Source: an optimization exercise on an open RTL-to-GDS flow (aim: small area, a short achievable clock period and few clock cycles per item). Production flows keep margins and buffers that such runs may drop.
No functional check of the RTL was part of any run shown here.
No activity file was given, so power comes from the tool's default toggle rates.

## flow/design.v (module list and top-level ports; edited modules follow where they fit)
// module conv3x3_fa: 10 lines
// module conv3x3_ha: 9 lines
// module conv3x3_pp3n: 6 lines
// module conv3x3_pp3p: 6 lines
// module conv3x3_pp2n: 6 lines
// module conv3x3_stream: 2415 lines
module conv3x3_stream
#(
  parameter int DATA_W     = 8,
  parameter int COEF_W     = 8,
  parameter int NORM_SHIFT = 4
) (
  input  logic                  i_clk,
  input  logic                  i_rst,
  input  logic [9*DATA_W-1:0]   i_pixel_data,
  input  logic                  i_pixel_data_valid,
  input  logic                  i_pixel_data_last,
  output logic                  o_pixel_data_ready,
  output logic [DATA_W-1:0]     o_convolved_data,
  output logic                  o_convolved_data_valid,
  output logic                  o_convolved_data_last,
  output logic                  o_convolved_sat,
  input  logic                  i_out_ready,
  input  logic                  i_coef_we,
  input  logic [3:0]            i_coef_addr,
  input  logic [COEF_W-1:0]     i_coef_data,
  input  logic                  i_coef_commit,
  output logic                  o_cfg_pending
);
  // ...
==> flow/run.sh <==
#!/bin/bash
# synth_recipe.tcl (not shown) runs the flow's synth.tcl, then flattens the netlist and writes it again
# the make line also repeats each setting of config.mk as NAME=value (left out here)
make -C /OpenROAD-flow-scripts/flow DESIGN_CONFIG=/design/flow/config.mk WORK_HOME=/design/flow/orfs CLKGATE_MAP_FILE= SYNTH_SCRIPT=/design/flow/synth_recipe.tcl finish
==> flow/config.mk <==
export PLATFORM = sky130hd
export DESIGN_NAME = conv3x3_stream
export DESIGN_NICKNAME = conv3x3_stream
export VERILOG_FILES = /design/flow/design.v
export SDC_FILE = /design/flow/constraint.sdc
export NUM_CORES = 4
export LEC_CHECK = 0
export CAP_MARGIN = 20
export CORE_MARGIN = 2
export CORE_UTILIZATION = 40
export SETUP_SLACK_MARGIN = 2.1
export SLEW_MARGIN = 20
export SYNTH_HIERARCHICAL = 1
==> flow/constraint.sdc <==
create_clock -name core_clock -period 5.0 [get_ports {i_clk}]
set_input_delay 1.0000 -clock core_clock [delete_from_list [all_inputs] [get_ports {i_clk}]]
set_output_delay 1.0000 -clock core_clock [all_outputs]
set_load 0.01 [all_outputs]
==> results.yml, run 1 <==
die:
  std_cell_rows: 97
  die_y_um: 269.8
  io_pins: 104
worst_setup_path:
  crit_required_ns: 5.47
  cp_num_buf_inv: 1
  cp_max_fo: 3
  path_class: "reg -> reg"
logic_synthesis:
  synth.most_common_cell: "fa_1"
  synth_top_area_cell: "fa_1"
  async_flop_share: 0
  syn-cell-area_um2: 28250
  synth_top_family_by_area: "adder cells"
grt:
  busiest_layer: "met2"
  met1_usage: 0.2536
pwr:
  netSwitchingPower_mw: 8.267
  internal_power_mw: 13.12
  seq_power_share: 0.279
  pwr-share-clk: 0.191
clocking:
  cts-root-buf: "clkbuf_16"
  numCtsBuffers: 52
  cts_buffer_depth: 3
final_layout:
  seqCellArea_um2: 11020
  n_all_buffers: 187
  seq_area_frac: 0.3273
  n_fill_cell: 6078
  signal_buffer_area_fraction: 0.05380
  final_cell_mix: "and2_1 (416), fa_1 (410), dfxtp_1 (314)"
  clockBufferCount: 69
placed_design:
  dpl.hpwl_um: 61850
worst_hold_path:
  hold_path_class: "reg -> reg"
detailed_routing:
  avgRoutedWirePerCell_um: 23.19
  drc_errors: 0
  wl_met2_um: 38800
  highest_layer: "met4"
  ant_nets: 0
timing:
  skew_ns: 0.04680
  period_minus_slack_ns: 3.077
  setup_slack_ns: 1.923
status:
  status: "timing/DRC/antenna clean"
==> run 2, diff against run 1 <==
--- a/flow/design.v
+++ b/flow/design.v
@@ -64,28 +64,29 @@
   output logic                  o_convolved_sat,
   input  logic                  i_out_ready,
   input  logic                  i_coef_we,
   input  logic [3:0]            i_coef_addr,
   input  logic [COEF_W-1:0]     i_coef_data,
   input  logic                  i_coef_commit,
   output logic                  o_cfg_pending
 );
-  localparam int CAP = 6;    
-  localparam int NQ  = 5;    
+  localparam int CAP = 7;    
+  localparam int NQ  = 6;    
   localparam int CW  = $clog2(CAP + 1);
   localparam int PW  = (NQ > 1) ? $clog2(NQ) : 1;
   logic        acc;
   logic [71:0] px_q;
   logic [71:0] kq;
-  logic [3:0] vq;    
-  logic [3:0] lq;    
-  logic [123:0] st1_q;
-  logic [39:0] st2_q;
-  logic [12:0] st3_q;
+  logic [4:0] vq;    
+  logic [4:0] lq;    
+  logic [175:0] st1_q;
+  logic [49:0] st2_q;
+  logic [31:0] st3_q;
+  logic [12:0] st4_q;
   logic pp1;
   logic pp2;
   logic pp3;
   logic pp4;
   logic pp5;
   logic pp6;
   logic pp7;
   logic pp8;
@@ -1244,24 +1245,25 @@
   end
   always_ff @(posedge i_clk) begin
     if (apply_q) coef_q <= shadow_q;
   end
   assign kq            = coef_q;
   assign o_cfg_pending = pending_q;
   always_ff @(posedge i_clk) begin
     px_q <= i_pixel_data;
-    st1_q <= {c1484, s1483, c1482, s1215, s1481, c1480, c1478, s1213, s1211, s1479, s1477, c1476, c1474, c1472, s1475, s1473, s1471, c1470, c1468, c1466, c1464, s1469, s1467, s1465, s1463, c1462, c1460, c1458, c1456, c1454, s1183, s1461, s1459, s1457, s1455, s1453, c1452, c1450, c1448, c1446, c1444, c1442, s1451, s1449, s1447, s1445, s1443, s1441, c1440, c1438, c1436, c1434, c1432, c1430, s1143, s1323, s1439, s1437, s1435, s1433, s1431, s1429, c1428, c1426, c1424, c1422, c1420, c1418, s1305, s1427, s1425, s1423, s1421, s1419, s1417, c1416, c1414, c1412, c1410, c1408, c1406, s1415, s1413, s1411, s1409, s1407, s1405, c1404, c1402, c1400, c1398, s1267, s1265, s1403, s1401, s1399, s1397, c1396, c1394, c1392, c1390, s1031, s1395, s1393, s1391, s1389, c1388, c1386, c1384, s1009, s1387, s1385, s1383, c1382, c1380, s1381, s1379, c1378, s977, s975, s1377, s967, s1217, s961};
-    st2_q <= {c1636, s1635, c1658, s1657, c1656, s1655, c1654, st1_q[116], s1653, c1652, s1651, c1650, s1545, s1591, s1649, c1648, s1625, s1647, c1646, s1531, s1621, s1645, c1644, s1617, s1643, c1642, s1613, s1641, c1640, s1639, c1638, s1637, s1603, s1557, s1487, c1486, s1485, st1_q[2], st1_q[1], st1_q[0]};
-    st3_q <= {hi1_w[7], (~hi1_w[7] & (|hi1_w[6:0])), hi0_w[7], (~hi0_w[7] & (|hi0_w[6:0])), lo_w[12:4]};
+    st1_q <= {c1216, c1376, s1215, s1375, c1374, c1372, s1213, s1211, s1373, s1371, c1370, c1368, c1366, c1364, s1369, s1367, s1365, s1363, c1362, c1360, c1358, c1356, c1354, s1197, s1361, s1359, s1357, s1355, s1353, c1352, c1350, c1348, c1346, c1344, c1342, s1183, s1181, s1351, s1349, s1347, s1345, s1343, s1341, c1340, c1338, c1336, c1334, c1332, c1330, c1328, c1326, s1339, s1337, s1335, s1333, s1331, s1329, s1327, s1325, c1324, c1322, c1320, c1318, c1316, c1314, c1312, c1310, c1308, s1143, s1323, s1321, s1319, s1317, s1315, s1313, s1311, s1309, s1307, c1306, c1304, c1302, c1300, c1298, c1296, c1294, c1292, c1290, c1288, s1305, s1303, s1301, s1299, s1297, s1295, s1293, s1291, s1289, s1287, c1286, c1284, c1282, c1280, c1278, c1276, c1274, c1272, c1270, s1087, s1285, s1283, s1281, s1279, s1277, s1275, s1273, s1271, s1269, c1268, c1266, c1264, c1262, c1260, c1258, c1256, c1254, s1267, s1265, s1263, s1261, s1259, s1257, s1255, s1253, c1252, c1250, c1248, c1246, c1244, c1242, s1031, s1029, s1251, s1249, s1247, s1245, s1243, s1241, c1240, c1238, c1236, c1234, c1232, s1009, s1239, s1237, s1235, s1233, s1231, c1230, c1228, c1226, c1224, s1229, s1227, s1225, s1223, c1222, c1220, s977, s975, s1221, s1219, c1218, s967, s1217, s961};
+    st2_q <= {c1636, s1635, s1601, c1600, c1634, s1633, c1632, st1_q[169], s1553, s1631, c1630, s1595, s1629, c1628, s1545, s1591, s1627, c1626, c1624, s1625, s1623, c1622, c1620, s1531, s1621, s1619, c1618, c1616, s1617, s1615, c1614, c1612, s1613, s1611, c1610, c1608, s1609, s1607, c1606, s1565, s1605, c1604, s1603, s1557, s1487, c1486, s1485, st1_q[2], st1_q[1], st1_q[0]};
+    st3_q <= {c1684, st2_q[49], c1682, s1683, c1680, s1681, s1679, s1655, c1678, s1669, c1676, s1677, c1674, s1675, c1672, s1673, s1671, st2_q[26], s1661, c1660, s1659, s1639, c1638, s1637, st2_q[7], st2_q[6], st2_q[5], st2_q[4], st2_q[3], st2_q[2], st2_q[1], st2_q[0]};
+    st4_q <= {hi1_w[7], (~hi1_w[7] & (|hi1_w[6:0])), hi0_w[7], (~hi0_w[7] & (|hi0_w[6:0])), lo_w[12:4]};
   end
   always_ff @(posedge i_clk) begin
     if (i_rst) vq <= '0;
-    else       vq <= {vq[2:0], acc};
-    lq <= {lq[2:0], i_pixel_data_last};
+    else       vq <= {vq[3:0], acc};
+    lq <= {lq[3:0], i_pixel_data_last};
   end
   assign pp1 = px_q[0] & kq[0];
   assign pp2 = px_q[1] & kq[0];
   assign pp3 = px_q[2] & kq[0];
   assign pp4 = px_q[3] & kq[0];
   assign pp5 = px_q[4] & kq[0];
   assign pp6 = px_q[5] & kq[0];
   assign pp7 = px_q[6] & kq[0];
@@ -2229,235 +2231,224 @@
   conv3x3_fa u_fa392 (.a(s1191), .b(s1193), .c(s1195), .s(s1361), .co(c1362));
   conv3x3_fa u_fa393 (.a(c1186), .b(c1188), .c(c1190), .s(s1363), .co(c1364));
   conv3x3_fa u_fa394 (.a(c1192), .b(c1194), .c(c1196), .s(s1365), .co(c1366));
   conv3x3_fa u_fa395 (.a(c1198), .b(s1199), .c(s1201), .s(s1367), .co(c1368));
   conv3x3_fa u_fa396 (.a(s1203), .b(s1205), .c(s1207), .s(s1369), .co(c1370));
   conv3x3_fa u_fa397 (.a(c1200), .b(c1202), .c(c1204), .s(s1371), .co(c1372));
   conv3x3_fa u_fa398 (.a(c1206), .b(c1208), .c(s1209), .s(s1373), .co(c1374));
   conv3x3_fa u_fa399 (.a(c1210), .b(c1212), .c(c1214), .s(s1375), .co(c1376));
-  conv3x3_fa u_fa400 (.a(c1218), .b(s1219), .c(s1221), .s(s1377), .co(c1378));
-  conv3x3_fa u_fa401 (.a(c1220), .b(c1222), .c(s1223), .s(s1379), .co(c1380));
-  conv3x3_fa u_fa402 (.a(s1225), .b(s1227), .c(s1229), .s(s1381), .co(c1382));
-  conv3x3_fa u_fa403 (.a(c1224), .b(c1226), .c(c1228), .s(s1383), .co(c1384));
-  conv3x3_fa u_fa404 (.a(c1230), .b(s1231), .c(s1233), .s(s1385), .co(c1386));
-  conv3x3_fa u_fa405 (.a(s1235), .b(s1237), .c(s1239), .s(s1387), .co(c1388));
-  conv3x3_fa u_fa406 (.a(c1232), .b(c1234), .c(c1236), .s(s1389), .co(c1390));
-  conv3x3_fa u_fa407 (.a(c1238), .b(c1240), .c(s1241), .s(s1391), .co(c1392));
-  conv3x3_fa u_fa408 (.a(s1243), .b(s1245), .c(s1247), .s(s1393), .co(c1394));
-  conv3x3_fa u_fa409 (.a(s1249), .b(s1251), .c(s1029), .s(s1395), .co(c1396));
-  conv3x3_fa u_fa410 (.a(c1242), .b(c1244), .c(c1246), .s(s1397), .co(c1398));
-  conv3x3_fa u_fa411 (.a(c1248), .b(c1250), .c(c1252), .s(s1399), .co(c1400));
-  conv3x3_fa u_fa412 (.a(s1253), .b(s1255), .c(s1257), .s(s1401), .co(c1402));
-  conv3x3_fa u_fa413 (.a(s1259), .b(s1261), .c(s1263), .s(s1403), .co(c1404));
-  conv3x3_fa u_fa414 (.a(c1254), .b(c1256), .c(c1258), .s(s1405), .co(c1406));
-  conv3x3_fa u_fa415 (.a(c1260), .b(c1262), .c(c1264), .s(s1407), .co(c1408));
-  conv3x3_fa u_fa416 (.a(c1266), .b(c1268), .c(s1269), .s(s1409), .co(c1410));
-  conv3x3_fa u_fa417 (.a(s1271), .b(s1273), .c(s1275), .s(s1411), .co(c1412));
-  conv3x3_fa u_fa418 (.a(s1277), .b(s1279), .c(s1281), .s(s1413), .co(c1414));
-  conv3x3_fa u_fa419 (.a(s1283), .b(s1285), .c(s1087), .s(s1415), .co(c1416));
-  conv3x3_fa u_fa420 (.a(c1270), .b(c1272), .c(c1274), .s(s1417), .co(c1418));
-  conv3x3_fa u_fa421 (.a(c1276), .b(c1278), .c(c1280), .s(s1419), .co(c1420));
-  conv3x3_fa u_fa422 (.a(c1282), .b(c1284), .c(c1286), .s(s1421), .co(c1422));
-  conv3x3_fa u_fa423 (.a(s1287), .b(s1289), .c(s1291), .s(s1423), .co(c1424));
-  conv3x3_fa u_fa424 (.a(s1293), .b(s1295), .c(s1297), .s(s1425), .co(c1426));
-  conv3x3_fa u_fa425 (.a(s1299), .b(s1301), .c(s1303), .s(s1427), .co(c1428));
-  conv3x3_fa u_fa426 (.a(c1288), .b(c1290), .c(c1292), .s(s1429), .co(c1430));
-  conv3x3_fa u_fa427 (.a(c1294), .b(c1296), .c(c1298), .s(s1431), .co(c1432));
-  conv3x3_fa u_fa428 (.a(c1300), .b(c1302), .c(c1304), .s(s1433), .co(c1434));
-  conv3x3_fa u_fa429 (.a(c1306), .b(s1307), .c(s1309), .s(s1435), .co(c1436));
-  conv3x3_fa u_fa430 (.a(s1311), .b(s1313), .c(s1315), .s(s1437), .co(c1438));
-  conv3x3_fa u_fa431 (.a(s1317), .b(s1319), .c(s1321), .s(s1439), .co(c1440));
-  conv3x3_fa u_fa432 (.a(c1308), .b(c1310), .c(c1312), .s(s1441), .co(c1442));
-  conv3x3_fa u_fa433 (.a(c1314), .b(c1316), .c(c1318), .s(s1443), .co(c1444));
-  conv3x3_fa u_fa434 (.a(c1320), .b(c1322), .c(c1324), .s(s1445), .co(c1446));
-  conv3x3_fa u_fa435 (.a(s1325), .b(s1327), .c(s1329), .s(s1447), .co(c1448));
-  conv3x3_fa u_fa436 (.a(s1331), .b(s1333), .c(s1335), .s(s1449), .co(c1450));
-  assign s1451 = ~(s1337 ^ s1339);
-  assign c1452 = s1337 | s1339;
-  conv3x3_fa u_fa437 (.a(c1326), .b(c1328), .c(c1330), .s(s1453), .co(c1454));
-  conv3x3_fa u_fa438 (.a(c1332), .b(c1334), .c(c1336), .s(s1455), .co(c1456));
-  conv3x3_fa u_fa439 (.a(c1338), .b(c1340), .c(s1341), .s(s1457), .co(c1458));
-  conv3x3_fa u_fa440 (.a(s1343), .b(s1345), .c(s1347), .s(s1459), .co(c1460));
-  conv3x3_fa u_fa441 (.a(s1349), .b(s1351), .c(s1181), .s(s1461), .co(c1462));
-  conv3x3_fa u_fa442 (.a(c1342), .b(c1344), .c(c1346), .s(s1463), .co(c1464));
-  conv3x3_fa u_fa443 (.a(c1348), .b(c1350), .c(c1352), .s(s1465), .co(c1466));
-  conv3x3_fa u_fa444 (.a(s1353), .b(s1355), .c(s1357), .s(s1467), .co(c1468));
-  conv3x3_fa u_fa445 (.a(s1359), .b(s1361), .c(s1197), .s(s1469), .co(c1470));
-  conv3x3_fa u_fa446 (.a(c1354), .b(c1356), .c(c1358), .s(s1471), .co(c1472));
-  conv3x3_fa u_fa447 (.a(c1360), .b(c1362), .c(s1363), .s(s1473), .co(c1474));
-  conv3x3_fa u_fa448 (.a(s1365), .b(s1367), .c(s1369), .s(s1475), .co(c1476));
-  conv3x3_fa u_fa449 (.a(c1364), .b(c1366), .c(c1368), .s(s1477), .co(c1478));
-  conv3x3_fa u_fa450 (.a(c1370), .b(s1371), .c(s1373), .s(s1479), .co(c1480));
-  conv3x3_fa u_fa451 (.a(c1372), .b(c1374), .c(s1375), .s(s1481), .co(c1482));
-  assign s1483 = ~(c1376 ^ c1216);
-  assign c1484 = c1376 | c1216;
-  conv3x3_fa u_fa452 (.a(st1_q[3]), .b(st1_q[4]), .c(st1_q[5]), .s(s1485), .co(c1486));
-  conv3x3_fa u_fa453 (.a(st1_q[6]), .b(st1_q[7]), .c(st1_q[8]), .s(s1487), .co(c1488));
-  conv3x3_fa u_fa454 (.a(st1_q[9]), .b(st1_q[10]), .c(st1_q[11]), .s(s1489), .co(c1490));
-  conv3x3_fa u_fa455 (.a(st1_q[12]), .b(st1_q[13]), .c(st1_q[14]), .s(s1491), .co(c1492));
-  conv3x3_fa u_fa456 (.a(st1_q[15]), .b(st1_q[16]), .c(st1_q[17]), .s(s1493), .co(c1494));
-  conv3x3_fa u_fa457 (.a(st1_q[18]), .b(st1_q[19]), .c(st1_q[20]), .s(s1495), .co(c1496));
-  conv3x3_fa u_fa458 (.a(st1_q[23]), .b(st1_q[24]), .c(st1_q[25]), .s(s1497), .co(c1498));
-  conv3x3_fa u_fa459 (.a(st1_q[26]), .b(st1_q[27]), .c(st1_q[28]), .s(s1499), .co(c1500));
-  conv3x3_fa u_fa460 (.a(st1_q[29]), .b(st1_q[30]), .c(st1_q[31]), .s(s1501), .co(c1502));
-  conv3x3_fa u_fa461 (.a(st1_q[33]), .b(st1_q[34]), .c(st1_q[35]), .s(s1503), .co(c1504));
-  conv3x3_fa u_fa462 (.a(st1_q[36]), .b(st1_q[37]), .c(st1_q[38]), .s(s1505), .co(c1506));
-  conv3x3_fa u_fa463 (.a(st1_q[39]), .b(st1_q[40]), .c(st1_q[41]), .s(s1507), .co(c1508));
-  conv3x3_fa u_fa464 (.a(st1_q[43]), .b(st1_q[44]), .c(st1_q[45]), .s(s1509), .co(c1510));
-  conv3x3_fa u_fa465 (.a(st1_q[46]), .b(st1_q[47]), .c(st1_q[48]), .s(s1511), .co(c1512));
-  conv3x3_fa u_fa466 (.a(st1_q[49]), .b(st1_q[50]), .c(st1_q[51]), .s(s1513), .co(c1514));
-  conv3x3_fa u_fa467 (.a(st1_q[52]), .b(st1_q[53]), .c(st1_q[54]), .s(s1515), .co(c1516));
-  conv3x3_fa u_fa468 (.a(st1_q[56]), .b(st1_q[57]), .c(st1_q[58]), .s(s1517), .co(c1518));
-  conv3x3_fa u_fa469 (.a(st1_q[59]), .b(st1_q[60]), .c(st1_q[61]), .s(s1519), .co(c1520));
-  conv3x3_fa u_fa470 (.a(st1_q[62]), .b(st1_q[63]), .c(st1_q[64]), .s(s1521), .co(c1522));
-  conv3x3_fa u_fa471 (.a(st1_q[65]), .b(st1_q[66]), .c(st1_q[67]), .s(s1523), .co(c1524));
-  conv3x3_fa u_fa472 (.a(st1_q[70]), .b(st1_q[71]), .c(st1_q[72]), .s(s1525), .co(c1526));
-  conv3x3_fa u_fa473 (.a(st1_q[73]), .b(st1_q[74]), .c(st1_q[75]), .s(s1527), .co(c1528));
-  conv3x3_fa u_fa474 (.a(st1_q[76]), .b(st1_q[77]), .c(st1_q[78]), .s(s1529), .co(c1530));
-  conv3x3_fa u_fa475 (.a(st1_q[79]), .b(st1_q[80]), .c(st1_q[81]), .s(s1531), .co(c1532));
-  conv3x3_fa u_fa476 (.a(st1_q[82]), .b(st1_q[83]), .c(st1_q[84]), .s(s1533), .co(c1534));
-  conv3x3_fa u_fa477 (.a(st1_q[85]), .b(st1_q[86]), .c(st1_q[87]), .s(s1535), .co(c1536));
-  conv3x3_fa u_fa478 (.a(st1_q[88]), .b(st1_q[89]), .c(st1_q[90]), .s(s1537), .co(c1538));
-  conv3x3_fa u_fa479 (.a(st1_q[91]), .b(st1_q[92]), .c(st1_q[93]), .s(s1539), .co(c1540));
-  conv3x3_fa u_fa480 (.a(st1_q[94]), .b(st1_q[95]), .c(st1_q[96]), .s(s1541), .co(c1542));
-  conv3x3_fa u_fa481 (.a(st1_q[97]), .b(st1_q[98]), .c(st1_q[99]), .s(s1543), .co(c1544));
-  conv3x3_fa u_fa482 (.a(st1_q[100]), .b(st1_q[101]), .c(st1_q[102]), .s(s1545), .co(c1546));
-  conv3x3_fa u_fa483 (.a(st1_q[103]), .b(st1_q[104]), .c(st1_q[105]), .s(s1547), .co(c1548));
-  conv3x3_fa u_fa484 (.a(st1_q[106]), .b(st1_q[107]), .c(st1_q[108]), .s(s1549), .co(c1550));
-  conv3x3_fa u_fa485 (.a(st1_q[110]), .b(st1_q[111]), .c(st1_q[112]), .s(s1551), .co(c1552));
-  conv3x3_fa u_fa486 (.a(st1_q[113]), .b(st1_q[114]), .c(st1_q[115]), .s(s1553), .co(c1554));
-  conv3x3_fa u_fa487 (.a(st1_q[117]), .b(st1_q[118]), .c(st1_q[119]), .s(s1555), .co(c1556));
+  conv3x3_fa u_fa400 (.a(st1_q[3]), .b(st1_q[4]), .c(st1_q[5]), .s(s1377), .co(c1378));
+  conv3x3_fa u_fa401 (.a(st1_q[8]), .b(st1_q[9]), .c(st1_q[10]), .s(s1379), .co(c1380));
+  conv3x3_fa u_fa402 (.a(st1_q[11]), .b(st1_q[12]), .c(st1_q[13]), .s(s1381), .co(c1382));
+  conv3x3_fa u_fa403 (.a(st1_q[14]), .b(st1_q[15]), .c(st1_q[16]), .s(s1383), .co(c1384));
+  conv3x3_fa u_fa404 (.a(st1_q[17]), .b(st1_q[18]), .c(st1_q[19]), .s(s1385), .co(c1386));
+  conv3x3_fa u_fa405 (.a(st1_q[20]), .b(st1_q[21]), .c(st1_q[22]), .s(s1387), .co(c1388));
+  conv3x3_fa u_fa406 (.a(st1_q[24]), .b(st1_q[25]), .c(st1_q[26]), .s(s1389), .co(c1390));
+  conv3x3_fa u_fa407 (.a(st1_q[27]), .b(st1_q[28]), .c(st1_q[29]), .s(s1391), .co(c1392));
+  conv3x3_fa u_fa408 (.a(st1_q[30]), .b(st1_q[31]), .c(st1_q[32]), .s(s1393), .co(c1394));
+  conv3x3_fa u_fa409 (.a(st1_q[33]), .b(st1_q[34]), .c(st1_q[35]), .s(s1395), .co(c1396));
+  conv3x3_fa u_fa410 (.a(st1_q[37]), .b(st1_q[38]), .c(st1_q[39]), .s(s1397), .co(c1398));
+  conv3x3_fa u_fa411 (.a(st1_q[40]), .b(st1_q[41]), .c(st1_q[42]), .s(s1399), .co(c1400));
+  conv3x3_fa u_fa412 (.a(st1_q[43]), .b(st1_q[44]), .c(st1_q[45]), .s(s1401), .co(c1402));
+  conv3x3_fa u_fa413 (.a(st1_q[46]), .b(st1_q[47]), .c(st1_q[48]), .s(s1403), .co(c1404));
+  conv3x3_fa u_fa414 (.a(st1_q[51]), .b(st1_q[52]), .c(st1_q[53]), .s(s1405), .co(c1406));
+  conv3x3_fa u_fa415 (.a(st1_q[54]), .b(st1_q[55]), .c(st1_q[56]), .s(s1407), .co(c1408));
+  conv3x3_fa u_fa416 (.a(st1_q[57]), .b(st1_q[58]), .c(st1_q[59]), .s(s1409), .co(c1410));
+  conv3x3_fa u_fa417 (.a(st1_q[60]), .b(st1_q[61]), .c(st1_q[62]), .s(s1411), .co(c1412));
+  conv3x3_fa u_fa418 (.a(st1_q[63]), .b(st1_q[64]), .c(st1_q[65]), .s(s1413), .co(c1414));
+  conv3x3_fa u_fa419 (.a(st1_q[66]), .b(st1_q[67]), .c(st1_q[68]), .s(s1415), .co(c1416));
+  conv3x3_fa u_fa420 (.a(st1_q[69]), .b(st1_q[70]), .c(st1_q[71]), .s(s1417), .co(c1418));
+  conv3x3_fa u_fa421 (.a(st1_q[72]), .b(st1_q[73]), .c(st1_q[74]), .s(s1419), .co(c1420));
+  conv3x3_fa u_fa422 (.a(st1_q[75]), .b(st1_q[76]), .c(st1_q[77]), .s(s1421), .co(c1422));
+  conv3x3_fa u_fa423 (.a(st1_q[78]), .b(st1_q[79]), .c(st1_q[80]), .s(s1423), .co(c1424));
+  conv3x3_fa u_fa424 (.a(st1_q[81]), .b(st1_q[82]), .c(st1_q[83]), .s(s1425), .co(c1426));
+  conv3x3_fa u_fa425 (.a(st1_q[84]), .b(st1_q[85]), .c(st1_q[86]), .s(s1427), .co(c1428));
+  conv3x3_fa u_fa426 (.a(st1_q[88]), .b(st1_q[89]), .c(st1_q[90]), .s(s1429), .co(c1430));
+  conv3x3_fa u_fa427 (.a(st1_q[91]), .b(st1_q[92]), .c(st1_q[93]), .s(s1431), .co(c1432));
+  conv3x3_fa u_fa428 (.a(st1_q[94]), .b(st1_q[95]), .c(st1_q[96]), .s(s1433), .co(c1434));
+  conv3x3_fa u_fa429 (.a(st1_q[97]), .b(st1_q[98]), .c(st1_q[99]), .s(s1435), .co(c1436));
+  conv3x3_fa u_fa430 (.a(st1_q[100]), .b(st1_q[101]), .c(st1_q[102]), .s(s1437), .co(c1438));
+  conv3x3_fa u_fa431 (.a(st1_q[103]), .b(st1_q[104]), .c(st1_q[105]), .s(s1439), .co(c1440));
+  conv3x3_fa u_fa432 (.a(st1_q[108]), .b(st1_q[109]), .c(st1_q[110]), .s(s1441), .co(c1442));
+  conv3x3_fa u_fa433 (.a(st1_q[111]), .b(st1_q[112]), .c(st1_q[113]), .s(s1443), .co(c1444));
+  conv3x3_fa u_fa434 (.a(st1_q[114]), .b(st1_q[115]), .c(st1_q[116]), .s(s1445), .co(c1446));
+  conv3x3_fa u_fa435 (.a(st1_q[117]), .b(st1_q[118]), .c(st1_q[119]), .s(s1447), .co(c1448));
+  conv3x3_fa u_fa436 (.a(st1_q[120]), .b(st1_q[121]), .c(st1_q[122]), .s(s1449), .co(c1450));
+  assign s1451 = ~(st1_q[123] ^ st1_q[124]);
+  assign c1452 = st1_q[123] | st1_q[124];
+  conv3x3_fa u_fa437 (.a(st1_q[125]), .b(st1_q[126]), .c(st1_q[127]), .s(s1453), .co(c1454));
+  conv3x3_fa u_fa438 (.a(st1_q[128]), .b(st1_q[129]), .c(st1_q[130]), .s(s1455), .co(c1456));
+  conv3x3_fa u_fa439 (.a(st1_q[131]), .b(st1_q[132]), .c(st1_q[133]), .s(s1457), .co(c1458));
+  conv3x3_fa u_fa440 (.a(st1_q[134]), .b(st1_q[135]), .c(st1_q[136]), .s(s1459), .co(c1460));
+  conv3x3_fa u_fa441 (.a(st1_q[137]), .b(st1_q[138]), .c(st1_q[139]), .s(s1461), .co(c1462));
+  conv3x3_fa u_fa442 (.a(st1_q[141]), .b(st1_q[142]), .c(st1_q[143]), .s(s1463), .co(c1464));
+  conv3x3_fa u_fa443 (.a(st1_q[144]), .b(st1_q[145]), .c(st1_q[146]), .s(s1465), .co(c1466));
+  conv3x3_fa u_fa444 (.a(st1_q[147]), .b(st1_q[148]), .c(st1_q[149]), .s(s1467), .co(c1468));
+  conv3x3_fa u_fa445 (.a(st1_q[150]), .b(st1_q[151]), .c(st1_q[152]), .s(s1469), .co(c1470));
+  conv3x3_fa u_fa446 (.a(st1_q[153]), .b(st1_q[154]), .c(st1_q[155]), .s(s1471), .co(c1472));
+  conv3x3_fa u_fa447 (.a(st1_q[156]), .b(st1_q[157]), .c(st1_q[158]), .s(s1473), .co(c1474));
+  conv3x3_fa u_fa448 (.a(st1_q[159]), .b(st1_q[160]), .c(st1_q[161]), .s(s1475), .co(c1476));
+  conv3x3_fa u_fa449 (.a(st1_q[162]), .b(st1_q[163]), .c(st1_q[164]), .s(s1477), .co(c1478));
+  conv3x3_fa u_fa450 (.a(st1_q[165]), .b(st1_q[166]), .c(st1_q[167]), .s(s1479), .co(c1480));
+  conv3x3_fa u_fa451 (.a(st1_q[170]), .b(st1_q[171]), .c(st1_q[172]), .s(s1481), .co(c1482));
+  assign s1483 = ~(st1_q[174] ^ st1_q[175]);
+  assign c1484 = st1_q[174] | st1_q[175];
+  conv3x3_fa u_fa452 (.a(s1377), .b(st1_q[6]), .c(st1_q[7]), .s(s1485), .co(c1486));
+  conv3x3_fa u_fa453 (.a(c1378), .b(s1379), .c(s1381), .s(s1487), .co(c1488));
+  conv3x3_fa u_fa454 (.a(c1380), .b(c1382), .c(s1383), .s(s1489), .co(c1490));
+  conv3x3_fa u_fa455 (.a(s1385), .b(s1387), .c(st1_q[23]), .s(s1491), .co(c1492));
+  conv3x3_fa u_fa456 (.a(c1384), .b(c1386), .c(c1388), .s(s1493), .co(c1494));
+  conv3x3_fa u_fa457 (.a(s1389), .b(s1391), .c(s1393), .s(s1495), .co(c1496));
+  conv3x3_fa u_fa458 (.a(c1390), .b(c1392), .c(c1394), .s(s1497), .co(c1498));
+  conv3x3_fa u_fa459 (.a(c1396), .b(s1397), .c(s1399), .s(s1499), .co(c1500));
+  conv3x3_fa u_fa460 (.a(s1401), .b(s1403), .c(st1_q[49]), .s(s1501), .co(c1502));
+  conv3x3_fa u_fa461 (.a(c1398), .b(c1400), .c(c1402), .s(s1503), .co(c1504));
+  conv3x3_fa u_fa462 (.a(c1404), .b(s1405), .c(s1407), .s(s1505), .co(c1506));
+  conv3x3_fa u_fa463 (.a(s1409), .b(s1411), .c(s1413), .s(s1507), .co(c1508));
+  conv3x3_fa u_fa464 (.a(c1406), .b(c1408), .c(c1410), .s(s1509), .co(c1510));
+  conv3x3_fa u_fa465 (.a(c1412), .b(c1414), .c(c1416), .s(s1511), .co(c1512));
+  conv3x3_fa u_fa466 (.a(s1417), .b(s1419), .c(s1421), .s(s1513), .co(c1514));
+  conv3x3_fa u_fa467 (.a(s1423), .b(s1425), .c(s1427), .s(s1515), .co(c1516));
+  conv3x3_fa u_fa468 (.a(c1418), .b(c1420), .c(c1422), .s(s1517), .co(c1518));
+  conv3x3_fa u_fa469 (.a(c1424), .b(c1426), .c(c1428), .s(s1519), .co(c1520));
+  conv3x3_fa u_fa470 (.a(s1429), .b(s1431), .c(s1433), .s(s1521), .co(c1522));
+  conv3x3_fa u_fa471 (.a(s1435), .b(s1437), .c(s1439), .s(s1523), .co(c1524));
+  conv3x3_fa u_fa472 (.a(c1430), .b(c1432), .c(c1434), .s(s1525), .co(c1526));
+  conv3x3_fa u_fa473 (.a(c1436), .b(c1438), .c(c1440), .s(s1527), .co(c1528));
+  conv3x3_fa u_fa474 (.a(s1441), .b(s1443), .c(s1445), .s(s1529), .co(c1530));
+  conv3x3_fa u_fa475 (.a(s1447), .b(s1449), .c(s1451), .s(s1531), .co(c1532));
+  conv3x3_fa u_fa476 (.a(c1442), .b(c1444), .c(c1446), .s(s1533), .co(c1534));
+  conv3x3_fa u_fa477 (.a(c1448), .b(c1450), .c(c1452), .s(s1535), .co(c1536));
+  conv3x3_fa u_fa478 (.a(s1453), .b(s1455), .c(s1457), .s(s1537), .co(c1538));
+  conv3x3_fa u_fa479 (.a(s1459), .b(s1461), .c(st1_q[140]), .s(s1539), .co(c1540));
+  conv3x3_fa u_fa480 (.a(c1454), .b(c1456), .c(c1458), .s(s1541), .co(c1542));
+  conv3x3_fa u_fa481 (.a(c1460), .b(c1462), .c(s1463), .s(s1543), .co(c1544));
+  conv3x3_fa u_fa482 (.a(s1465), .b(s1467), .c(s1469), .s(s1545), .co(c1546));
+  conv3x3_fa u_fa483 (.a(c1464), .b(c1466), .c(c1468), .s(s1547), .co(c1548));
+  conv3x3_fa u_fa484 (.a(c1470), .b(s1471), .c(s1473), .s(s1549), .co(c1550));
+  conv3x3_fa u_fa485 (.a(c1472), .b(c1474), .c(c1476), .s(s1551), .co(c1552));
+  conv3x3_fa u_fa486 (.a(s1477), .b(s1479), .c(st1_q[168]), .s(s1553), .co(c1554));
+  conv3x3_fa u_fa487 (.a(c1478), .b(c1480), .c(s1481), .s(s1555), .co(c1556));
   conv3x3_fa u_fa488 (.a(c1488), .b(s1489), .c(s1491), .s(s1557), .co(c1558));
   conv3x3_fa u_fa489 (.a(c1490), .b(c1492), .c(s1493), .s(s1559), .co(c1560));
-  conv3x3_fa u_fa490 (.a(s1495), .b(st1_q[21]), .c(st1_q[22]), .s(s1561), .co(c1562));
+  conv3x3_fa u_fa490 (.a(s1495), .b(s1395), .c(st1_q[36]), .s(s1561), .co(c1562));
   conv3x3_fa u_fa491 (.a(c1494), .b(c1496), .c(s1497), .s(s1563), .co(c1564));
-  conv3x3_fa u_fa492 (.a(s1499), .b(s1501), .c(st1_q[32]), .s(s1565), .co(c1566));
+  conv3x3_fa u_fa492 (.a(s1499), .b(s1501), .c(st1_q[50]), .s(s1565), .co(c1566));
   conv3x3_fa u_fa493 (.a(c1498), .b(c1500), .c(c1502), .s(s1567), .co(c1568));
   conv3x3_fa u_fa494 (.a(s1503), .b(s1505), .c(s1507), .s(s1569), .co(c1570));
   conv3x3_fa u_fa495 (.a(c1504), .b(c1506), .c(c1508), .s(s1571), .co(c1572));
   conv3x3_fa u_fa496 (.a(s1509), .b(s1511), .c(s1513), .s(s1573), .co(c1574));
   conv3x3_fa u_fa497 (.a(c1510), .b(c1512), .c(c1514), .s(s1575), .co(c1576));
   conv3x3_fa u_fa498 (.a(c1516), .b(s1517), .c(s1519), .s(s1577), .co(c1578));
-  conv3x3_fa u_fa499 (.a(s1521), .b(s1523), .c(st1_q[68]), .s(s1579), .co(c1580));
+  conv3x3_fa u_fa499 (.a(s1521), .b(s1523), .c(st1_q[106]), .s(s1579), .co(c1580));
   conv3x3_fa u_fa500 (.a(c1518), .b(c1520), .c(c1522), .s(s1581), .co(c1582));
   conv3x3_fa u_fa501 (.a(c1524), .b(s1525), .c(s1527), .s(s1583), .co(c1584));
   conv3x3_fa u_fa502 (.a(c1526), .b(c1528), .c(c1530), .s(s1585), .co(c1586));
   conv3x3_fa u_fa503 (.a(c1532), .b(s1533), .c(s1535), .s(s1587), .co(c1588));
   conv3x3_fa u_fa504 (.a(c1534), .b(c1536), .c(c1538), .s(s1589), .co(c1590));
   conv3x3_fa u_fa505 (.a(c1540), .b(s1541), .c(s1543), .s(s1591), .co(c1592));
   conv3x3_fa u_fa506 (.a(c1542), .b(c1544), .c(c1546), .s(s1593), .co(c1594));
-  conv3x3_fa u_fa507 (.a(s1547), .b(s1549), .c(st1_q[109]), .s(s1595), .co(c1596));
+  conv3x3_fa u_fa507 (.a(s1547), .b(s1549), .c(s1475), .s(s1595), .co(c1596));
   conv3x3_fa u_fa508 (.a(c1548), .b(c1550), .c(s1551), .s(s1597), .co(c1598));
   conv3x3_fa u_fa509 (.a(c1552), .b(c1554), .c(s1555), .s(s1599), .co(c1600));
-  conv3x3_fa u_fa510 (.a(c1556), .b(st1_q[121]), .c(st1_q[122]), .s(s1601), .co(c1602));
+  conv3x3_fa u_fa510 (.a(c1556), .b(c1482), .c(s1483), .s(s1601), .co(c1602));
   conv3x3_fa u_fa511 (.a(c1558), .b(s1559), .c(s1561), .s(s1603), .co(c1604));
   conv3x3_fa u_fa512 (.a(c1560), .b(c1562), .c(s1563), .s(s1605), .co(c1606));
   conv3x3_fa u_fa513 (.a(c1564), .b(c1566), .c(s1567), .s(s1607), .co(c1608));
-  assign s1609 = ~(s1569 ^ st1_q[42]);
-  assign c1610 = s1569 | st1_q[42];
+  assign s1609 = ~(s1569 ^ s1415);
+  assign c1610 = s1569 | s1415;
   conv3x3_fa u_fa514 (.a(c1568), .b(c1570), .c(s1571), .s(s1611), .co(c1612));
-  conv3x3_fa u_fa515 (.a(s1573), .b(s1515), .c(st1_q[55]), .s(s1613), .co(c1614));
+  conv3x3_fa u_fa515 (.a(s1573), .b(s1515), .c(st1_q[87]), .s(s1613), .co(c1614));
   conv3x3_fa u_fa516 (.a(c1572), .b(c1574), .c(s1575), .s(s1615), .co(c1616));
-  conv3x3_fa u_fa517 (.a(s1577), .b(s1579), .c(st1_q[69]), .s(s1617), .co(c1618));
+  conv3x3_fa u_fa517 (.a(s1577), .b(s1579), .c(st1_q[107]), .s(s1617), .co(c1618));
   conv3x3_fa u_fa518 (.a(c1576), .b(c1578), .c(c1580), .s(s1619), .co(c1620));
   conv3x3_fa u_fa519 (.a(s1581), .b(s1583), .c(s1529), .s(s1621), .co(c1622));
   conv3x3_fa u_fa520 (.a(c1582), .b(c1584), .c(s1585), .s(s1623), .co(c1624));
   conv3x3_fa u_fa521 (.a(s1587), .b(s1537), .c(s1539), .s(s1625), .co(c1626));
   conv3x3_fa u_fa522 (.a(c1586), .b(c1588), .c(s1589), .s(s1627), .co(c1628));
   conv3x3_fa u_fa523 (.a(c1590), .b(c1592), .c(s1593), .s(s1629), .co(c1630));
   conv3x3_fa u_fa524 (.a(c1594), .b(c1596), .c(s1597), .s(s1631), .co(c1632));
-  conv3x3_fa u_fa525 (.a(c1598), .b(s1599), .c(st1_q[120]), .s(s1633), .co(c1634));
-  assign s1635 = ~(c1602 ^ st1_q[123]);
-  assign c1636 = c1602 | st1_q[123];
-  conv3x3_fa u_fa526 (.a(c1604), .b(s1605), .c(s1565), .s(s1637), .co(c1638));
-  conv3x3_fa u_fa527 (.a(c1606), .b(s1607), .c(s1609), .s(s1639), .co(c1640));
-  conv3x3_fa u_fa528 (.a(c1608), .b(c1610), .c(s1611), .s(s1641), .co(c1642));
-  conv3x3_fa u_fa529 (.a(c1612), .b(c1614), .c(s1615), .s(s1643), .co(c1644));
-  conv3x3_fa u_fa530 (.a(c1616), .b(c1618), .c(s1619), .s(s1645), .co(c1646));
-  conv3x3_fa u_fa531 (.a(c1620), .b(c1622), .c(s1623), .s(s1647), .co(c1648));
-  conv3x3_fa u_fa532 (.a(c1624), .b(c1626), .c(s1627), .s(s1649), .co(c1650));
-  conv3x3_fa u_fa533 (.a(c1628), .b(s1629), .c(s1595), .s(s1651), .co(c1652));
-  conv3x3_fa u_fa534 (.a(c1630), .b(s1631), .c(s1553), .s(s1653), .co(c1654));
-  assign s1655 = ~(c1632 ^ s1633);
-  assign c1656 = c1632 | s1633;
-  conv3x3_fa u_fa535 (.a(c1634), .b(c1600), .c(s1601), .s(s1657), .co(c1658));
-  conv3x3_fa u_fa536 (.a(st2_q[11]), .b(st2_q[12]), .c(st2_q[13]), .s(s1659), .co(c1660));
-  conv3x3_fa u_fa537 (.a(st2_q[14]), .b(st2_q[15]), .c(st2_q[16]), .s(s1661), .co(c1662));
-  conv3x3_fa u_fa538 (.a(st2_q[17]), .b(st2_q[18]), .c(st2_q[19]), .s(s1663), .co(c1664));
-  conv3x3_fa u_fa539 (.a(st2_q[21]), .b(st2_q[22]), .c(st2_q[23]), .s(s1665), .co(c1666));
-  conv3x3_fa u_fa540 (.a(st2_q[24]), .b(st2_q[25]), .c(st2_q[26]), .s(s1667), .co(c1668));
-  conv3x3_fa u_fa541 (.a(st2_q[30]), .b(st2_q[31]), .c(st2_q[32]), .s(s1669), .co(c1670));
+  conv3x3_fa u_fa525 (.a(c1598), .b(s1599), .c(st1_q[173]), .s(s1633), .co(c1634));
+  assign s1635 = ~(c1602 ^ c1484);
+  assign c1636 = c1602 | c1484;
+  conv3x3_fa u_fa526 (.a(st2_q[8]), .b(st2_q[9]), .c(st2_q[10]), .s(s1637), .co(c1638));
+  conv3x3_fa u_fa527 (.a(st2_q[11]), .b(st2_q[12]), .c(st2_q[13]), .s(s1639), .co(c1640));
+  conv3x3_fa u_fa528 (.a(st2_q[14]), .b(st2_q[15]), .c(st2_q[16]), .s(s1641), .co(c1642));
+  conv3x3_fa u_fa529 (.a(st2_q[18]), .b(st2_q[19]), .c(st2_q[20]), .s(s1643), .co(c1644));
+  conv3x3_fa u_fa530 (.a(st2_q[22]), .b(st2_q[23]), .c(st2_q[24]), .s(s1645), .co(c1646));
+  conv3x3_fa u_fa531 (.a(st2_q[27]), .b(st2_q[28]), .c(st2_q[29]), .s(s1647), .co(c1648));
+  conv3x3_fa u_fa532 (.a(st2_q[31]), .b(st2_q[32]), .c(st2_q[33]), .s(s1649), .co(c1650));
+  conv3x3_fa u_fa533 (.a(st2_q[36]), .b(st2_q[37]), .c(st2_q[38]), .s(s1651), .co(c1652));
+  conv3x3_fa u_fa534 (.a(st2_q[39]), .b(st2_q[40]), .c(st2_q[41]), .s(s1653), .co(c1654));
+  assign s1655 = ~(st2_q[43] ^ st2_q[44]);
+  assign c1656 = st2_q[43] | st2_q[44];
+  conv3x3_fa u_fa535 (.a(st2_q[45]), .b(st2_q[46]), .c(st2_q[47]), .s(s1657), .co(c1658));
+  conv3x3_fa u_fa536 (.a(c1640), .b(s1641), .c(st2_q[17]), .s(s1659), .co(c1660));
+  conv3x3_fa u_fa537 (.a(c1642), .b(s1643), .c(st2_q[21]), .s(s1661), .co(c1662));
+  conv3x3_fa u_fa538 (.a(c1644), .b(s1645), .c(st2_q[25]), .s(s1663), .co(c1664));
+  conv3x3_fa u_fa539 (.a(c1646), .b(s1647), .c(st2_q[30]), .s(s1665), .co(c1666));
+  conv3x3_fa u_fa540 (.a(c1648), .b(s1649), .c(st2_q[34]), .s(s1667), .co(c1668));
+  conv3x3_fa u_fa541 (.a(c1652), .b(s1653), .c(st2_q[42]), .s(s1669), .co(c1670));
   conv3x3_ha u_ha0 (.a(c1662), .b(s1663), .s(s1671), .co(c1672));
   conv3x3_ha u_ha1 (.a(c1664), .b(s1665), .s(s1673), .co(c1674));
-  conv3x3_fa u_fa542 (.a(c1666), .b(s1667), .c(st2_q[27]), .s(s1675), .co(c1676));
-  conv3x3_fa u_fa543 (.a(c1668), .b(st2_q[28]), .c(st2_q[29]), .s(s1677), .co(c1678));
-  conv3x3_ha u_ha2 (.a(c1670), .b(st2_q[33]), .s(s1679), .co(c1680));
-  conv3x3_ha u_ha3 (.a(st2_q[35]), .b(st2_q[36]), .s(s1681), .co(c1682));
-  conv3x3_ha u_ha4 (.a(st2_q[37]), .b(st2_q[38]), .s(s1683), .co(c1684));
-  assign row0 = {1'b1, st2_q[39], s1683, s1681, st2_q[34], s1669, s1677, s1675, s1673, st2_q[20], c1660, s1659, st2_q[9], st2_q[8], st2_q[7], st2_q[6], st2_q[4], st2_q[3], st2_q[1], st2_q[0]};
-  assign row1 = {1'b0, c1684, c1682, c1680, s1679, c1678, c1676, c1674, c1672, s1671, s1661, 1'b0, st2_q[10], 1'b0, 1'b0, 1'b0, st2_q[5], 1'b0, st2_q[2], 1'b0};
+  conv3x3_fa u_fa542 (.a(c1666), .b(s1667), .c(st2_q[35]), .s(s1675), .co(c1676));
+  conv3x3_fa u_fa543 (.a(c1668), .b(c1650), .c(s1651), .s(s1677), .co(c1678));
+  conv3x3_ha u_ha2 (.a(c1670), .b(c1654), .s(s1679), .co(c1680));
+  conv3x3_ha u_ha3 (.a(c1656), .b(s1657), .s(s1681), .co(c1682));
+  conv3x3_ha u_ha4 (.a(c1658), .b(st2_q[48]), .s(s1683), .co(c1684));
+  assign row0 = {1'b1, st3_q[30], st3_q[28], st3_q[26], st3_q[24], st3_q[22], st3_q[20], st3_q[18], st3_q[16], st3_q[14], st3_q[12], st3_q[11], st3_q[9], st3_q[8], st3_q[7], st3_q[6], st3_q[4], st3_q[3], st3_q[1], st3_q[0]};
+  assign row1 = {1'b0, st3_q[31], st3_q[29], st3_q[27], st3_q[25], st3_q[23], st3_q[21], st3_q[19], st3_q[17], st3_q[15], st3_q[13], 1'b0, st3_q[10], 1'b0, 1'b0, 1'b0, st3_q[5], 1'b0, st3_q[2], 1'b0};
   assign lo_w  = {1'b0, row0[11:0]} + {1'b0, row1[11:0]};
   assign hi0_w = row0[19:12] + row1[19:12];
   assign hi1_w = row0[19:12] + row1[19:12] + 8'd1;
-  assign {cs_neg1, cs_big1, cs_neg0, cs_big0, cs_c, cs_lo} = st3_q;
+  assign {cs_neg1, cs_big1, cs_neg0, cs_big0, cs_c, cs_lo} = st4_q;
   logic [7:0] res_data;
   logic       res_sat;
   logic       res_neg, res_big;
   logic       res_v;
   logic [9:0] res_d;
   assign res_neg  = cs_c ? cs_neg1 : cs_neg0;
   assign res_big  = cs_c ? cs_big1 : cs_big0;
   assign res_sat  = res_neg | res_big;
   assign res_data = (cs_lo | {8{res_big}}) & ~{8{res_neg}};
-  assign res_v    = vq[3];
-  assign res_d    = {res_data, lq[3], res_sat};
+  assign res_v    = vq[4];
+  assign res_d    = {res_data, lq[4], res_sat};
   logic [NQ-1:0][9:0] mem_q;
-  logic [NQ-1:0]      wp_q, rp_q;
-  logic               fne_q;       
+  logic [PW-1:0]      wp_q, rp_q;
   logic [PW:0]        fcnt_q;
   logic [CW-1:0]      cnt_q, cnt_d;
   logic               rdy_q;
   logic               out_v_q;
   logic [9:0]         out_d_q;
-  logic [9:0]         head;
-  logic               take, out_free, push, pop;
-  logic [PW:0]        fcnt_d;
+  logic               take, out_free, f_empty, push, pop;
   assign acc      = i_pixel_data_valid & rdy_q;
   assign take     = out_v_q & i_out_ready;
   assign out_free = ~out_v_q | i_out_ready;
-  assign pop      = out_free & fne_q;
-  assign push     = res_v & ~(out_free & ~fne_q);
+  assign f_empty  = (fcnt_q == '0);
+  assign pop      = out_free & ~f_empty;
+  assign push     = res_v & ~(out_free & f_empty);
   assign cnt_d    = cnt_q + {{(CW-1){1'b0}}, acc} - {{(CW-1){1'b0}}, take};
-  assign fcnt_d   = fcnt_q + {{PW{1'b0}}, push} - {{PW{1'b0}}, pop};
-  always_comb begin
-    head = '0;
-    for (int i = 0; i < NQ; i++) head = head | (mem_q[i] & {10{rp_q[i]}});
-  end
   always_ff @(posedge i_clk) begin
     if (i_rst) begin
       cnt_q   <= '0;
       rdy_q   <= 1'b1;
       out_v_q <= 1'b0;
-      wp_q    <= NQ'(1);
-      rp_q    <= NQ'(1);
+      wp_q    <= '0;
+      rp_q    <= '0;
       fcnt_q  <= '0;
-      fne_q   <= 1'b0;
     end else begin
       cnt_q  <= cnt_d;
       rdy_q  <= (cnt_d < CW'(CAP));
-      fcnt_q <= fcnt_d;
-      fne_q  <= (fcnt_d != '0);
-      if (push) wp_q <= {wp_q[NQ-2:0], wp_q[NQ-1]};
-      if (pop)  rp_q <= {rp_q[NQ-2:0], rp_q[NQ-1]};
-      if (out_free) out_v_q <= res_v | fne_q;
+      fcnt_q <= fcnt_q + {{PW{1'b0}}, push} - {{PW{1'b0}}, pop};
+      if (push) wp_q <= (wp_q == PW'(NQ - 1)) ? '0 : wp_q + 1'b1;
+      if (pop)  rp_q <= (rp_q == PW'(NQ - 1)) ? '0 : rp_q + 1'b1;
+      if (out_free) out_v_q <= res_v | ~f_empty;
     end
   end
   always_ff @(posedge i_clk) begin
-    for (int i = 0; i < NQ; i++) begin
-      if (push && wp_q[i]) mem_q[i] <= res_d;
-    end
-    if (out_free) out_d_q <= fne_q ? head : res_d;
+    if (push) mem_q[wp_q] <= res_d;
+    if (out_free) out_d_q <= f_empty ? res_d : mem_q[rp_q];
   end
   assign o_pixel_data_ready = rdy_q;
   assign o_convolved_data_valid = out_v_q;
   assign {o_convolved_data, o_convolved_data_last, o_convolved_sat} = out_d_q;
 endmodule
==> flow/config.mk (replaced) <==
export PLATFORM = sky130hd
export DESIGN_NAME = conv3x3_stream
export DESIGN_NICKNAME = conv3x3_stream
export VERILOG_FILES = /design/flow/design.v
export SDC_FILE = /design/flow/constraint.sdc
export NUM_CORES = 4
export LEC_CHECK = 0
export CAP_MARGIN = 20
export CORE_MARGIN = 2
export CORE_UTILIZATION = 40
export SETUP_SLACK_MARGIN = 2.6
export SLEW_MARGIN = 20
export SYNTH_HIERARCHICAL = 1
==> results.yml, run 2 <==
grt:
  track_usage: 0.2384
  grt_pass1_wl_um: 149100
  grt_max_degree: 64
  grt_pass1_vias: 22948
  antenna_found_initial: 2
  grt-ovfl-total: 0
clocking:
  tritoncts: "done"
  ctsHoldBuffers: 0
  path_clk_slew_ns: 0.06
  cts_buffer_depth: 3
  cts-root-buf: "clkbuf_16"
  htreeDepth: 3
  numCtsBuffers: 67
  cts.sinks: 582
  insertion_delay_ns: 0.62
timing:
  slew_headroom: 0.3000
  grt_setup_unrepaired: "yes"
  slew_violations: 0
  period_minus_slack_ns: 2.777
  clock.fmax_mhz: 360.1
  setup_slack_ns: 2.223
  fin_crit_sh: 0.5554
  finalSetupViolations: 0
  skew_ns: 0.04423
  fin_tns_setup_ns: 0
  tightest_slew_ns: 1.050
  finalHoldViolCount: 0
die:
  die_y_um: 290.7
  initial_utilization: 0.4025
  core_um2: 81720
  std_cell_rows: 105
  die_area_um2: 84530
  io_pins: 104
  die_w_um: 290.7
logic_synthesis:
  synth_top_area_share: 0.3330
  syn-cell-area_um2: 32890
  synthFlopType: "dfxtp_1"
  synth_common_cells: "fa_1 (547), and2_1 (510), dfxtp_1 (440), edfxtp_1 (142), nand2_1 (120)"
  synth_top_area_cell: "fa_1"
  syn-instance-count: 2498
  synth.avg_cell_area_um2: 13.17
  ys_seq_area_frac: 0.3975
  synth.most_common_cell: "fa_1"
  synth_edf_count: 142
  async_flop_share: 0
  syn-num-nets: 3175
  ys_warn_count: 7
  synth-seq-cells: 582
  synth_area_leaders: "fa_1 (33%), dfxtp_1 (27%), edfxtp_1 (13%)"
  yosys.cell_types.count: 85
worst_setup_path:
  crit_end: "mem_q[39]"
  slowest_delay_ns: 0.47
  crit_path_frequent_cell: "ha_4"
  crit_slowest_cell: "or4_4"
  path_class: "reg -> reg"
  crit_required_ns: 5.37
  crit_path_end_kind: "flop"
  start_kind: "flop"
  cp.arrival_ns: 3.15
  ff2ff_path_depth: 9
  critical_path.startpoint: "wp_q[2]"
  path_cells: "ha_4, ha_4, or3_4, nor3_4, ha_4, o2111ai_4, or4_4, o31a_1, a221o_1"
  reg2reg_from: "wp_q[2]"
  worstReg2RegEnd: "mem_q[39]"
  cp_max_fo: 5
  r2r_slack_ns: 2.22
placed_design:
  dpl.hpwl_um: 78240
  io_buffers: 103
  place_area_um2: 35320
  dp_slack_ns: 1.043
  gp_congestion: 0.8925
final_layout:
  largest_register_ffs: 175
  area_growth_pct: 22.80
  n_fill_cell: 7032
  antenna_cells: 0
  fin_util: 0.4942
  regMostFlops: "st1_q"
  final_nets: 3433
  drive_above_1_share: 0.2885
  fin_area_um2: 40390
  final_common_cell: "and2_1"
  final_cell_mix: "and2_1 (395), fa_1 (361), dfxtp_1 (351)"
flow_run:
  maxCapViolations: 0
detailed_routing:
  viasPerCell: 5.274
  wirelength_um: 98790
  ant_nets: 0
  dr.pass1.iters: 5
  drtIter0Drc: 1420
  drc_errors: 0
  vias: 20452
  avgRoutedWirePerCell_um: 25.47
worst_hold_path:
  hp-start: "st2_q[7]"
  hold_path_class: "reg -> reg"
status:
  status: "timing/DRC/antenna clean"
pwr:
  powerDensity_nw_per_um2: 570.0
  ir_drop_v: 0.0003416
  p_leak_nw: 15.78
run 2: cell families after synthesis:
kind of cell	count (synthesis)	share of synthesized area
AOI/OAI and AO/OA	237	0.05083
adders and majority gates	586	0.3478
DFF	582	0.3975
xor gates and xnor gates	21	0.006163
buffers and inverters	118	0.01430
muxes	98	0.03728
and+or+nand+nor	856	0.1461
run 2: layout make-up:
type	instances	area (um2)	area share
clock inverter	32	305.3	0.007559
tap	1070	1339	0.03315
multi-input combinational	1799	20870	0.5167
timing repair buffer	256	2557	0.06332
sequential	582	13210	0.3270
clock buffer	89	1903	0.04712
inverter	50	206.4	0.005112
run 2: how the worst min path moves through the flow:
stage	end	slack, ns	cells after the start
after floorplan	lq[1]	0.31	0
after global placement	st3_q[1]	0.31	0
after detailed placement	st3_q[30]	0.31	0
after CTS	st3_q[7]	0.32	0
after global routing	st3_q[7]	0.33	0
final	st3_q[7]	0.32	0
run 2: worst max-delay path, delay by kind of cell, from the launching register on:
kind                       cells  cell delay, ns
and+or+nand+nor                3            1.00
adders and majority gates      3            0.58
AOI/OAI and AO/OA              3            0.62
DFF                            1            0.36
run 2: per-layer routing:
| metal | global-route usage | vias to the layer above | share of wire |
|---|---|---|---|
| met4 | 0.1030 | 2 | 0.046 |
| met3 | 0.03724 | 257 | 0.054 |
| met1 | 0.2946 | 10673 | 0.39 |
| li1 | - | 8817 | - |
| met2 | 0.4144 | 703 | 0.50 |
| met5 | 0 | - | 0.00013 |
run 2: what timing repair did:
item / CTS / global route
pin swaps: 220 / 167
resized for setup: 430 / 177
hold endpoints to repair: 0 / 0
buffers inserted: 116 / 21
setup endpoints to repair: 287 / 244
cloned: 2 / 1
run 2: power breakdown:
part / switching [mW] / leakage [nW] / internal, mW / total (mW)
Sequential: 0.907 / 4.98 / 6.37 / 7.28
Clock: 2.06 / 1.09 / 2.86 / 4.93
Combinational: 5.65 / 9.71 / 5.17 / 10.8
Total: 8.62 / 15.8 / 14.4 / 23.0
run 2: Yosys stat by module, one instance, submodules excluded:
module,flip-flops and latches,area [um2],times used,cells
conv3x3_fa,0,20.02,544,1
conv3x3_stream,582,21930,1,1949
conv3x3_ha,0,12.51,5,1
run 2: metrics by stage:
stage | power [mW] | hold slack (ns) | cells
after floorplan | 13.52 | 0.3096 | 2498
after global placement | 17.17 | 0.3138 | 3617
after detailed placement | 17.43 | 0.3121 | 3617
after CTS | 22.94 | 0.3203 | 3856
after global routing | 24.89 | 0.3272 | 3878
final | 23.02 | 0.3241 | 3878

==> port drivers added, routing unchanged <==
How much do the figures lean on ideal ports? The routed layouts below were timed once more, with nothing changed but the port constraints.
Step 1: set_driving_cell puts a clkbuf_16 on i_clk and a buf_2 on each other input, an assumption about the parent block.
Step 2, shift: input delay + t, output delay - t, t = (earliest + latest rising clock arrival at the registers) / 2. This alone moves slack from input paths to output paths.
Slacks: ideal / step 1 / step 2; pairs: ideal / step 1.
run	t, ns	slack for setup (ns)	hold slack, ns	worst setup path at the end	worst data-port slew with drivers (ns)
run 1	0.668	1.923 / 1.923 / 1.815	0.325 / 0.325 / 0.325	input to register	0.07
run 2	0.663	2.223 / 2.223 / 2.102	0.324 / 0.324 / 0.324	input to register	0.05
After both steps every run listed still meets setup and hold. For run 2, which loses most, drivers alone change the setup slack by 0.000 ns; drivers and shift together by -0.121 ns.
